Background: an optimization exercise with open tools, aiming at a short achievable clock period and few clock cycles. Do not read the settings as production practice. The RTL was checked by simulation tests, not by an equivalence proof against the original design. Power and IR drop assume default switching activity.

<file path="flow/constraint.sdc">
create_clock -name core_clock -period 8.0 [get_ports {clk}]
set_input_delay 1.6000 -clock core_clock [delete_from_list [all_inputs] [get_ports {clk}]]
set_output_delay 1.6000 -clock core_clock [all_outputs]
set_load 0.01 [all_outputs]
</file>
<file path="flow/design.v">
package cpuPkg;
    localparam int DataWidth    = 16;
    localparam int RegAddrWidth = 4;
    localparam logic [3:0] OpAdd   = 4'h8;
    localparam logic [3:0] OpSub   = 4'hC;
    localparam logic [3:0] OpNand  = 4'hB;
    localparam logic [3:0] OpOr    = 4'hF;
    localparam logic [3:0] OpAddi  = 4'h9;
    localparam logic [3:0] OpAddiu = 4'hA;
    localparam logic [3:0] OpSubi  = 4'hD;
    localparam logic [3:0] OpOri   = 4'h6;
    localparam logic [3:0] OpNandi = 4'h7;
    localparam logic [3:0] OpShift = 4'h0;
    localparam logic [3:0] ShiftLeft       = 4'd1;
    localparam logic [3:0] ShiftRightLogic = 4'd2;
    localparam logic [3:0] ShiftRightArith = 4'd3;
    localparam logic [3:0] OpBeq   = 4'h4;
    localparam logic [3:0] OpBne   = 4'h5;
    localparam logic [3:0] OpJump  = 4'h3;
    localparam logic [2:0] AluAdd  = 3'd0;
    localparam logic [2:0] AluSub  = 3'd1;
    localparam logic [2:0] AluSll  = 3'd2;
    localparam logic [2:0] AluSrl  = 3'd3;
    localparam logic [2:0] AluSra  = 3'd4;
    localparam logic [2:0] AluNand = 3'd5;
    localparam logic [2:0] AluOr   = 3'd6;
    localparam logic [1:0] ImmReg  = 2'd0;
    localparam logic [1:0] ImmSext = 2'd1;
    localparam logic [1:0] ImmZext = 2'd2;
    typedef union packed {
        struct packed {
            logic [3:0]              opcode;
            logic [RegAddrWidth-1:0] ra;
            logic [RegAddrWidth-1:0] rb;
            logic [RegAddrWidth-1:0] rc;
        } rView;
        struct packed {
            logic [3:0]              opcode;
            logic [RegAddrWidth-1:0] ra;
            logic [7:0]              imm8;
        } iView;
        struct packed {
            logic [3:0]  opcode;
            logic [11:0] imm12;
        } jView;
    } instrWord;
endpackage
import cpuPkg::*;
module cpuTop #(
    parameter logic [DataWidth-1:0] resetPc = '0
) (
    input  logic                    clk,
    input  logic                    rst,
    output logic [DataWidth-1:0]    pc,
    output logic                    instrReq,
    input  cpuPkg::instrWord                instr,
    output logic                    regWrEn,
    output logic [RegAddrWidth-1:0] regWrAddr,
    output logic [DataWidth-1:0]    regWrData
);
    logic [15:0] pcR;
    logic        reqR;
    logic [15:0] regs [16];
    logic        eWr;         
    logic        eBr;         
    logic        eBne;
    logic        eJmp;        
    logic [3:0]  eRa;
    logic [15:0] opA, opB;
    logic        fwdA, fwdB;
    logic [3:0]  eShamt;
    logic [11:0] eImm12;
    logic        eAdd, eSub, eNand, eOr, eSll, eSrl, eSra;
    logic        wrEnR;
    logic [3:0]  wrAddrR;
    logic [15:0] wrDataR;
    assign pc        = pcR;
    assign instrReq  = reqR;
    assign regWrEn   = wrEnR;
    assign regWrAddr = wrAddrR;
    assign regWrData = wrDataR;
    logic [15:0] iw;
    logic [3:0]  op, fa, fb, fc;
    assign iw = instr;
    assign op = iw[15:12];
    assign fa = iw[11:8];
    assign fb = iw[7:4];
    assign fc = iw[3:0];
    logic isR, isImm, isShift, isBr, isJmp, isWr;
    logic dAdd, dSub, dNand, dOr, dSll, dSrl, dSra;
    always_comb begin
        isR = 1'b0; isImm = 1'b0; isShift = 1'b0; isBr = 1'b0; isJmp = 1'b0;
        dAdd = 1'b0; dSub = 1'b0; dNand = 1'b0; dOr = 1'b0;
        dSll = 1'b0; dSrl = 1'b0; dSra = 1'b0;
        case (op)
            OpAdd:   begin isR = 1'b1;   dAdd  = 1'b1; end
            OpSub:   begin isR = 1'b1;   dSub  = 1'b1; end
            OpNand:  begin isR = 1'b1;   dNand = 1'b1; end
            OpOr:    begin isR = 1'b1;   dOr   = 1'b1; end
            OpAddi:  begin isImm = 1'b1; dAdd  = 1'b1; end
            OpAddiu: begin isImm = 1'b1; dAdd  = 1'b1; end
            OpSubi:  begin isImm = 1'b1; dSub  = 1'b1; end
            OpOri:   begin isImm = 1'b1; dOr   = 1'b1; end
            OpNandi: begin isImm = 1'b1; dNand = 1'b1; end
            OpShift: begin
                case (fc)
                    ShiftLeft:       begin isShift = 1'b1; dSll = 1'b1; end
                    ShiftRightLogic: begin isShift = 1'b1; dSrl = 1'b1; end
                    ShiftRightArith: begin isShift = 1'b1; dSra = 1'b1; end
                    default: ;
                endcase
            end
            OpBeq, OpBne: isBr = 1'b1;
            OpJump:  isJmp = 1'b1;
            default: ;
        endcase
        isWr = isR | isImm | isShift;
    end
    logic [15:0] rdA, rdB, rdC;
    assign rdA = regs[fa];
    assign rdB = regs[fb];
    assign rdC = regs[fc];
    logic [15:0] immVal;
    assign immVal = {{8{iw[7] & (op != OpAddiu)}}, iw[7:0]};
    logic [3:0] srcA, srcB;
    assign srcA = isR ? fb : fa;
    assign srcB = isR ? fc : fb;
    logic eWrNz;
    assign eWrNz = eWr && (eRa != 4'd0);
    logic [15:0] aV, bV, sum, res;
    logic        taken;
    assign aV  = fwdA ? wrDataR : opA;
    assign bV  = fwdB ? wrDataR : opB;
    assign sum = aV + (bV ^ {16{eSub}}) + {15'd0, eSub};
    always_comb begin
        res = '0;
        if (eAdd | eSub) res = res | sum;
        if (eNand)       res = res | ~(aV & bV);
        if (eOr)         res = res | (aV | bV);
        if (eSll)        res = res | (aV << eShamt);
        if (eSrl)        res = res | (aV >> eShamt);
        if (eSra)        res = res | 16'($signed(aV) >>> eShamt);
    end
    assign taken = (aV == bV) ^ eBne;
    always_ff @(posedge clk) begin
        if (rst) begin
            pcR     <= resetPc;
            reqR    <= 1'b1;
            eWr     <= 1'b0;
            eBr     <= 1'b0;
            eJmp    <= 1'b0;
            wrEnR   <= 1'b0;
        end else begin
            if (reqR) begin
                pcR  <= pcR + 16'd2;
                reqR <= !(isBr || isJmp);
            end else begin
                reqR <= 1'b1;
                if (eJmp) begin
                    pcR <= pcR + {{3{eImm12[11]}}, eImm12, 1'b0};
                end else if (eBr && taken) begin
                    pcR <= pcR + {{11{eImm12[3]}}, eImm12[3:0], 1'b0};
                end
            end
            eWr   <= reqR && isWr;
            eBr   <= reqR && isBr;
            eJmp  <= reqR && isJmp;
            wrEnR <= eWr;
        end
    end
    always_ff @(posedge clk) begin
        eRa    <= fa;
        eBne   <= op[0];
        eShamt <= fb;
        eImm12 <= iw[11:0];
        eAdd   <= dAdd;
        eSub   <= dSub;
        eNand  <= dNand;
        eOr    <= dOr;
        eSll   <= dSll;
        eSrl   <= dSrl;
        eSra   <= dSra;
        opA    <= isR ? rdB : rdA;
        opB    <= isR ? rdC : (isBr ? rdB : immVal);
        fwdA   <= eWrNz && (srcA == eRa);
        fwdB   <= eWrNz && (isR || isBr) && (srcB == eRa);
        wrAddrR <= eRa;
        wrDataR <= res;
    end
    assign regs[0] = '0;
    for (genvar j = 1; j < 16; j++) begin : g_rf
        always_ff @(posedge clk) begin
            if (rst) begin
                regs[j] <= '0;
            end else if (eWr && (eRa == j[3:0])) begin
                regs[j] <= res;
            end
        end
    end
endmodule
</file>
<file path="flow/run.sh">
#!/bin/bash
# synth_recipe.tcl (not shown) runs the flow's synth.tcl, then flattens the netlist and writes it again
# the make line also repeats each setting of config.mk as NAME=value (left out here)
make -C /OpenROAD-flow-scripts/flow DESIGN_CONFIG=/design/flow/config.mk WORK_HOME=/design/flow/orfs CLKGATE_MAP_FILE= SYNTH_SCRIPT=/design/flow/synth_recipe.tcl finish
</file>
<file path="flow/config.mk">
export PLATFORM = sky130hd
export DESIGN_NAME = cpuTop
export DESIGN_NICKNAME = cpuTop
export VERILOG_FILES = /design/flow/design.v
export SDC_FILE = /design/flow/constraint.sdc
export NUM_CORES = 4
export LEC_CHECK = 0
export CAP_MARGIN = 20
export CORE_MARGIN = 2
export CORE_UTILIZATION = 40
export PLACE_DENSITY = 0.6
export SETUP_SLACK_MARGIN = 5
export SLEW_MARGIN = 20
</file>
==> flow_metrics.tcl, run 1 <==
set metrics [dict create \
    status "finished clean" \
    intPower_uw 3200 \
    gp_congestion 0.977 \
    yosys.area.top_type "dfxtp_1" \
    synth_area_sq_um 20200 \
    start_util 0.404 \
    relSlewSlack 0.221 \
    synth-seq-cells 334 \
    num_vias 22200 \
    grt_pass1_vias 20700 \
    worst_setup_path_start_kind "register" \
    skew_ps 25.7 \
    cts_htree_levels 2 \
    switching_share 0.304 \
    drt_first_pass_iters 10 \
    die_x_um 229 \
    track_usage 0.353 \
    netlist-cell-type-count 91 \
    yosys_warnings 2 \
    hold_viol 0 \
    cts-hold-fix-buffers 0 \
    drive_gt1_frac 0.240 \
    grt_antenna_before_repair 0 \
    layout_common_cells "325 x nor2_1, 312 x dfxtp_1, 233 x a22oi_1, 140 x a211oi_1, 112 x buf_4" \
    r2r-start "fwdB$_DFF_P_" \
    worstHoldStart "regs[12][13]$_SDFFE_PP0P_" \
    fin_crit_ps 3620 \
    required_ps 8490 \
    synth_top_area_frac 0.332 \
    row_count 82 \
    synth_edf_count 0 \
    clk_transition_reported_paths_ps 60 \
    power_density_nw_per_um2 178 \
    drtAntennaViolNets 0 \
    drt_iter0_drc 4391 \
    vdd_ir_drop_max_mv 0.135 \
    die_h_um 229 \
    worst_pin_slew_ps 1170 \
    clock_path_buffers 3 \
    setup-violations-final 0 \
    end_kind "register" \
    cts-root-buf "clkbuf_16" \
    die_area_sq_um 52200 \
    cp_max_fo 8 \
    period_share 0.452 \
    synth.avg_cell_area_sq_um 8.40 \
    tns_ps 0 \
    syn-num-nets 2479 \
    placed_area_sq_um 21600 \
    cts_tree "yes" \
    slew_viol_final 0 \
    seq_power_share 0.393 \
    cp_data_arrival_time_ps 4110 \
    core-area_sq_um 50000 \
    synth_flop_cell "dfxtp_1" \
    ys_seq_area_frac 0.332 \
    drc 0 \
    synth.area.top_cells "dfxtp_1 33%, a22oi_1 8.7%, a211oi_1 7.1%" \
    syn_inst 2399 \
    p_leak_uw 0.00943 \
    syn2layout_area_growth_pct 28.1 \
    hold_class "register to register" \
    p_comb_frac 0.199 \
    worstSkewPairLatency_ps 580 \
    cts.sinks 334 \
    io_buffers 54 \
    maxCapViolations 0 \
    via_per_inst 6.92 \
    wl_um 97100 \
    io-pin-count 56 \
    insertedDiodeCount 0 \
    max_freq_mhz 276 \
    worstSetupPathType "register to register" \
    layout_commonest_cell "nor2_1" \
    wl_per_cell_um 30.3 \
    async_reset_ff_frac 0 \
    nets 2585 \
    switching_power_uw 1390 \
    grt_start_max_net_pins 114 \
    place_hpwl_um 56000 \
    fillCellCount 4554 \
    finalPower_uw 4590 \
    stdcell_area_sq_um 25800 \
    cts_buffers 38 \
    clkPwrFrac 0.408 \
    grt_pass1_wl_um 139000 \
    setup.worst_path.start "fwdB$_DFF_P_" \
    overflow 0 \
    rsz0062_at_grt "true" \
]
## timing repair
| action | CTS | global route |
|---|---|---|
| buffers inserted | 83 | 30 |
| setup endpoints to repair | 342 | 283 |
| gates cloned | 11 | 5 |
| resized for setup | 266 | 143 |
| endpoints found under the hold margin | 0 | 0 |
| pin swaps | 53 | 54 |
## power by group through the flow
| stage | registers [uW] | clock network [uW] | logic [uW] |
|---|---|---|---|
| 2_1_floorplan | 1800 | 0 | 422 |
| 3_3_place_gp | 1820 | 0 | 623 |
| 3_5_place_dp | 1820 | 0 | 632 |
| 4_1_cts | 1800 | 1890 | 797 |
| 5_1_grt | 1800 | 1960 | 943 |
| 6_report | 1800 | 1870 | 914 |
## cell families after synthesis
family,after synthesis,synth area share
AOI/OAI and AO/OA,860,0.323
xor gates and xnor gates,57,0.0255
adders and majority gates,62,0.0392
buffers and inverters,260,0.0541
DFF,334,0.332
muxes,100,0.0612
other,1,0.000186
and+or+nand+nor,725,0.165
## Yosys cell counts (13+ instances only)
master / instances
nor2_1: 360
o31a_1: 15
ha_1: 60
a211oi_2: 13
nand2b_1: 35
a221oi_1: 32
buf_2: 31
nand2_1: 96
inv_1: 53
xnor2_1: 37
o211ai_1: 22
o21ai_1: 15
a21oi_1: 79
nand3b_1: 19
nand4_1: 45
o22ai_1: 32
mux2i_1: 68
a21o_1: 13
a222oi_1: 48
nand3_1: 87
o21ai_0: 56
xor2_1: 18
nor3_1: 28
a211oi_1: 191
clkbuf_1: 146
dfxtp_1: 334
a22oi_1: 233
a22o_1: 28
## routing by layer
layer	vias to the layer above	routed length [um]	part of all wire	global-route usage
met3	540	12700	0.13	0.111
met1	10500	36800	0.38	0.451
met2	1762	40300	0.42	0.529
met5	-	0	0	0
met4	0	7170	0.074	0.191
li1	9402	-	-	-
## state kept, by name, summed over array words and instances (netlist names), 4 cells and up
register / count
opA: 16
opB: 16
regs: 240
eImm12: 11
pcR: 15
wrAddrR: 4
wrDataR: 16
## metrics by stage
stage,hold slack [ps],instances,setup slack [ps],util
floorplan,329,2399,4700,-
global placement,498,3008,3520,0.432
detailed placement,502,3008,3340,0.432
CTS,512,3171,4440,0.499
global route,543,3206,4330,0.517
finish,517,3206,4380,0.517
## area by class of cell
class	count	area, sq um	area share
Clock inverter	17	248	0.00959
Timing Repair Buffer	256	2810	0.109
Clock buffer	52	1080	0.0420
Sequential cell	334	6730	0.261
Tap cell	672	841	0.0326
Multi-Input combinational cell	1809	13900	0.537
Inverter	66	253	0.00979
## critical path: stages, from the launching register on
cell and delay [ps]:
dfxtp_4 360, buf_12 140, buf_4 130, buf_12 130, buf_12 130, mux2i_4 200, xnor2_2 240, ha_4 270
a21oi_4 220, and4b_4 250, nor4b_4 290, o211a_1 280, mux2i_2 290, a21oi_4 150, buf_12 230, a211oi_2 220
## path summary, 6_finish.rpt
kind	end	slack [ps]	cells past startpoint
worst max register to register	regs[1][12]$_SDFFE_PP0P_	4380	15
worst max-delay path	regs[1][12]$_SDFFE_PP0P_	4380	15
worst min register to register	regs[12][13]$_SDFFE_PP0P_	520	2
worst min-delay path	regs[12][13]$_SDFFE_PP0P_	520	2
Testbench counts, summed over its fixed seeds: cycles 29,223.
==> inputs of run 2 (changes only) <==
--- a/flow/config.mk
+++ b/flow/config.mk
@@ -9,5 +9,4 @@
 export CORE_MARGIN = 2
 export CORE_UTILIZATION = 40
 export PLACE_DENSITY = 0.6
-export SETUP_SLACK_MARGIN = 5
 export SLEW_MARGIN = 20
==> run 2 against run 1 <==
Against the previous run:
- core utilization is 6.0 points lower
- flip-flop and latch count stayed put
- critical endpoint unchanged
- register-to-register slack worse by 1000 ps
- wire length is 6.5% lower
- fmax is 22% lower
- total power is 5.0% lower
==> flow_metrics.tcl, run 2 <==
set metrics [dict create \
    status "finished clean" \
    largest_register_ffs 240 \
    wl_per_cell_um 29.5 \
    worstSkewPairLatency_ps 590 \
    p_leak_uw 0.00811 \
    start_util 0.404 \
    insertedDiodeCount 0 \
    relSlewSlack 0.127 \
    yosys.area.top_type "dfxtp_1" \
    syn_inst 2399 \
    vdd_ir_drop_max_mv 0.119 \
    grt_pass1_wl_um 133000 \
    nets 2458 \
    synth_flop_cell "dfxtp_1" \
    drt_first_pass_iters 10 \
    io_buffers 54 \
    worst_pin_slew_ps 1310 \
    power_density_nw_per_um2 191 \
    drtAntennaViolNets 0 \
    die_h_um 229 \
    rsz0062_at_grt "false" \
    worstSetupPathType "register to register" \
    hold_ws_ps 514 \
    via_per_inst 6.80 \
    hold_viol 0 \
    synth_commonest_cells "360 x nor2_1, 334 x dfxtp_1, 233 x a22oi_1, 191 x a211oi_1, 146 x clkbuf_1" \
    cts_resized 0 \
    synth.avg_cell_area_sq_um 8.40 \
    largest_register "regs" \
    required_ps 8390 \
    netlist-cell-type-count 91 \
    synth_area_sq_um 20200 \
    cts-root-buf "clkbuf_16" \
    grt_pass1_vias 19600 \
    cts_htree_levels 2 \
    grt_start_max_net_pins 109 \
    overflow 0 \
    cts_tree "yes" \
    drc 0 \
    maxCapViolations 0 \
    die_area_sq_um 52200 \
    num_vias 20900 \
    skew_ps 34.7 \
    gp_congestion 0.962 \
    drt_iter0_drc 4001 \
    layout_commonest_cell "nor2_1" \
    track_usage 0.337 \
    async_reset_ff_frac 0 \
    synth_edf_count 0 \
    cp_max_fo 23 \
    ys_seq_area_frac 0.332 \
    period_share 0.582 \
    hold_class "register to register" \
    setup-violations-final 0 \
    synth-seq-cells 334 \
    layout_common_cells "345 x nor2_1, 332 x dfxtp_1, 233 x a22oi_1, 191 x a211oi_1, 96 x nand2_1" \
    tns_ps 0 \
    fin_util 0.457 \
    clk_transition_reported_paths_ps 60 \
    place_hpwl_um 57100 \
    synth.area.top_cells "dfxtp_1 33%, a22oi_1 8.7%, a211oi_1 7.1%" \
    worst_setup_path_start_kind "register" \
    end_kind "register" \
    drive_gt1_frac 0.121 \
    grt_antenna_before_repair 0 \
    cp_data_arrival_time_ps 5050 \
    fin_crit_ps 4650 \
    cts_buffers 38 \
    yosys_warnings 2 \
    clock_path_buffers 3 \
    cts-hold-fix-buffers 0 \
    slew_viol_final 0 \
    syn-num-nets 2479 \
    postCtsSetupRepairBufs 0 \
    wl_um 90800 \
    finalPower_uw 4360 \
    io-pin-count 56 \
    row_count 82 \
    yosysMostFrequentCell "nor2_1" \
    cts.sinks 334 \
    core-area_sq_um 50000 \
    syn2layout_area_growth_pct 13.3 \
    max_freq_mhz 215 \
    synth_top_area_frac 0.332 \
    die_x_um 229 \
]
==> run 2: logic make-up after synthesis <==
group,Yosys count,share of synthesized area
AOI/OAI and AO/OA,860,0.323
xor gates and xnor gates,57,0.0255
adders and majority gates,62,0.0392
buffers and inverters,260,0.0541
DFF,334,0.332
muxes,100,0.0612
other,1,0.000186
and+or+nand+nor,725,0.165
==> run 2: report_power, final <==
group	internal, uW	switching (uW)	leakage (uW)
Combinational	209	442	0.00474
Sequential	1720	73.2	0.00271
Clock	1150	771	0.000660
==> run 2: layout make-up <==
| class | instances | area (sq um) |
|---|---|---|
| multi-input combinational | 1805 | 12600 |
| inverter | 66 | 253 |
| sequential | 334 | 6690 |
| tap | 672 | 841 |
| timing repair buffer | 133 | 1150 |
| clock buffer | 49 | 1070 |
| clock inverter | 19 | 279 |
| fill | 4916 | 27100 |
==> run 2: critical path: stages, from the launching register on <==
cell	delay [ps]
dfxtp_1	300
buf_4	350
mux2_2	460
mux2i_4	230
nor2_1	90
fa_1	470
a21o_1	180
a21oi_1	340
and4b_4	280
nor4b_4	340
o211a_1	310
mux2i_1	120
a21oi_2	800
a211oi_1	160
==> run 2: path summary, 6_finish.rpt <==
| kind | from | end | slack [ps] | depth (start not counted) |
|---|---|---|---|---|
| min | pcR[14]$_SDFFE_PP0P_ | pcR[14]$_SDFFE_PP0P_ | 510 | 2 |
| max reg2reg | fwdB$_DFF_P_ | regs[1][12]$_SDFFE_PP0P_ | 3350 | 13 |
| max | fwdB$_DFF_P_ | regs[1][12]$_SDFFE_PP0P_ | 3350 | 13 |
| min reg2reg | pcR[14]$_SDFFE_PP0P_ | pcR[14]$_SDFFE_PP0P_ | 510 | 2 |
==> run 2: through the flow <==
stage	area (sq um)	cells	setup slack (ps)
floorplan	20200	2399	3980
global placement	21500	3009	3500
detailed placement	21500	3010	3400
CTS	22800	3078	3410
global route	22800	3078	3160
finish	22800	3078	3350
==> run 2: per-layer routing <==
layer / GRT usage / wire [um] / share of wire / vias to the layer above
met5: 0 / 0 / 0 / -
met4: 0.190 / 5950 / 0.066 / 0
met3: 0.0906 / 10900 / 0.12 / 441
met2: 0.495 / 37700 / 0.42 / 1507
met1: 0.446 / 36200 / 0.40 / 9859
li1: - / - / - / 9120

re-timing with driven ports:
The flow's constraints put no driver on any port. The routed layouts listed below were extracted and timed again, unchanged, in two steps.
Step 1 (the two cells are an assumption about what drives the block):
set clk [get_ports {clk}]
set_driving_cell -lib_cell sky130_fd_sc_hd__clkbuf_16 $clk
set_driving_cell -lib_cell sky130_fd_sc_hd__buf_2 [delete_from_list [all_inputs] $clk]
Step 2 also shifts input and output timing later by t, the mid clock arrival at the registers, as if the neighbouring blocks saw the same clock.
a / b / c = no drivers / after step 1 / after step 2; a / b = the first two.
| run | t, ns | setup WS [ns] | slew at the worst register clock pin (ns) |
|---|---|---|---|
| run 1 | 0.631 | 4.382 / 4.382 / 4.382 | 0.07 / 0.07 |
| run 2 | 0.635 | 3.347 / 3.347 / 3.224 | 0.07 / 0.07 |
After both steps setup and hold are still met in every run listed. The setup slack of run 2, which loses most, moves by 0.000 ns with the drivers and by -0.123 ns with both steps.
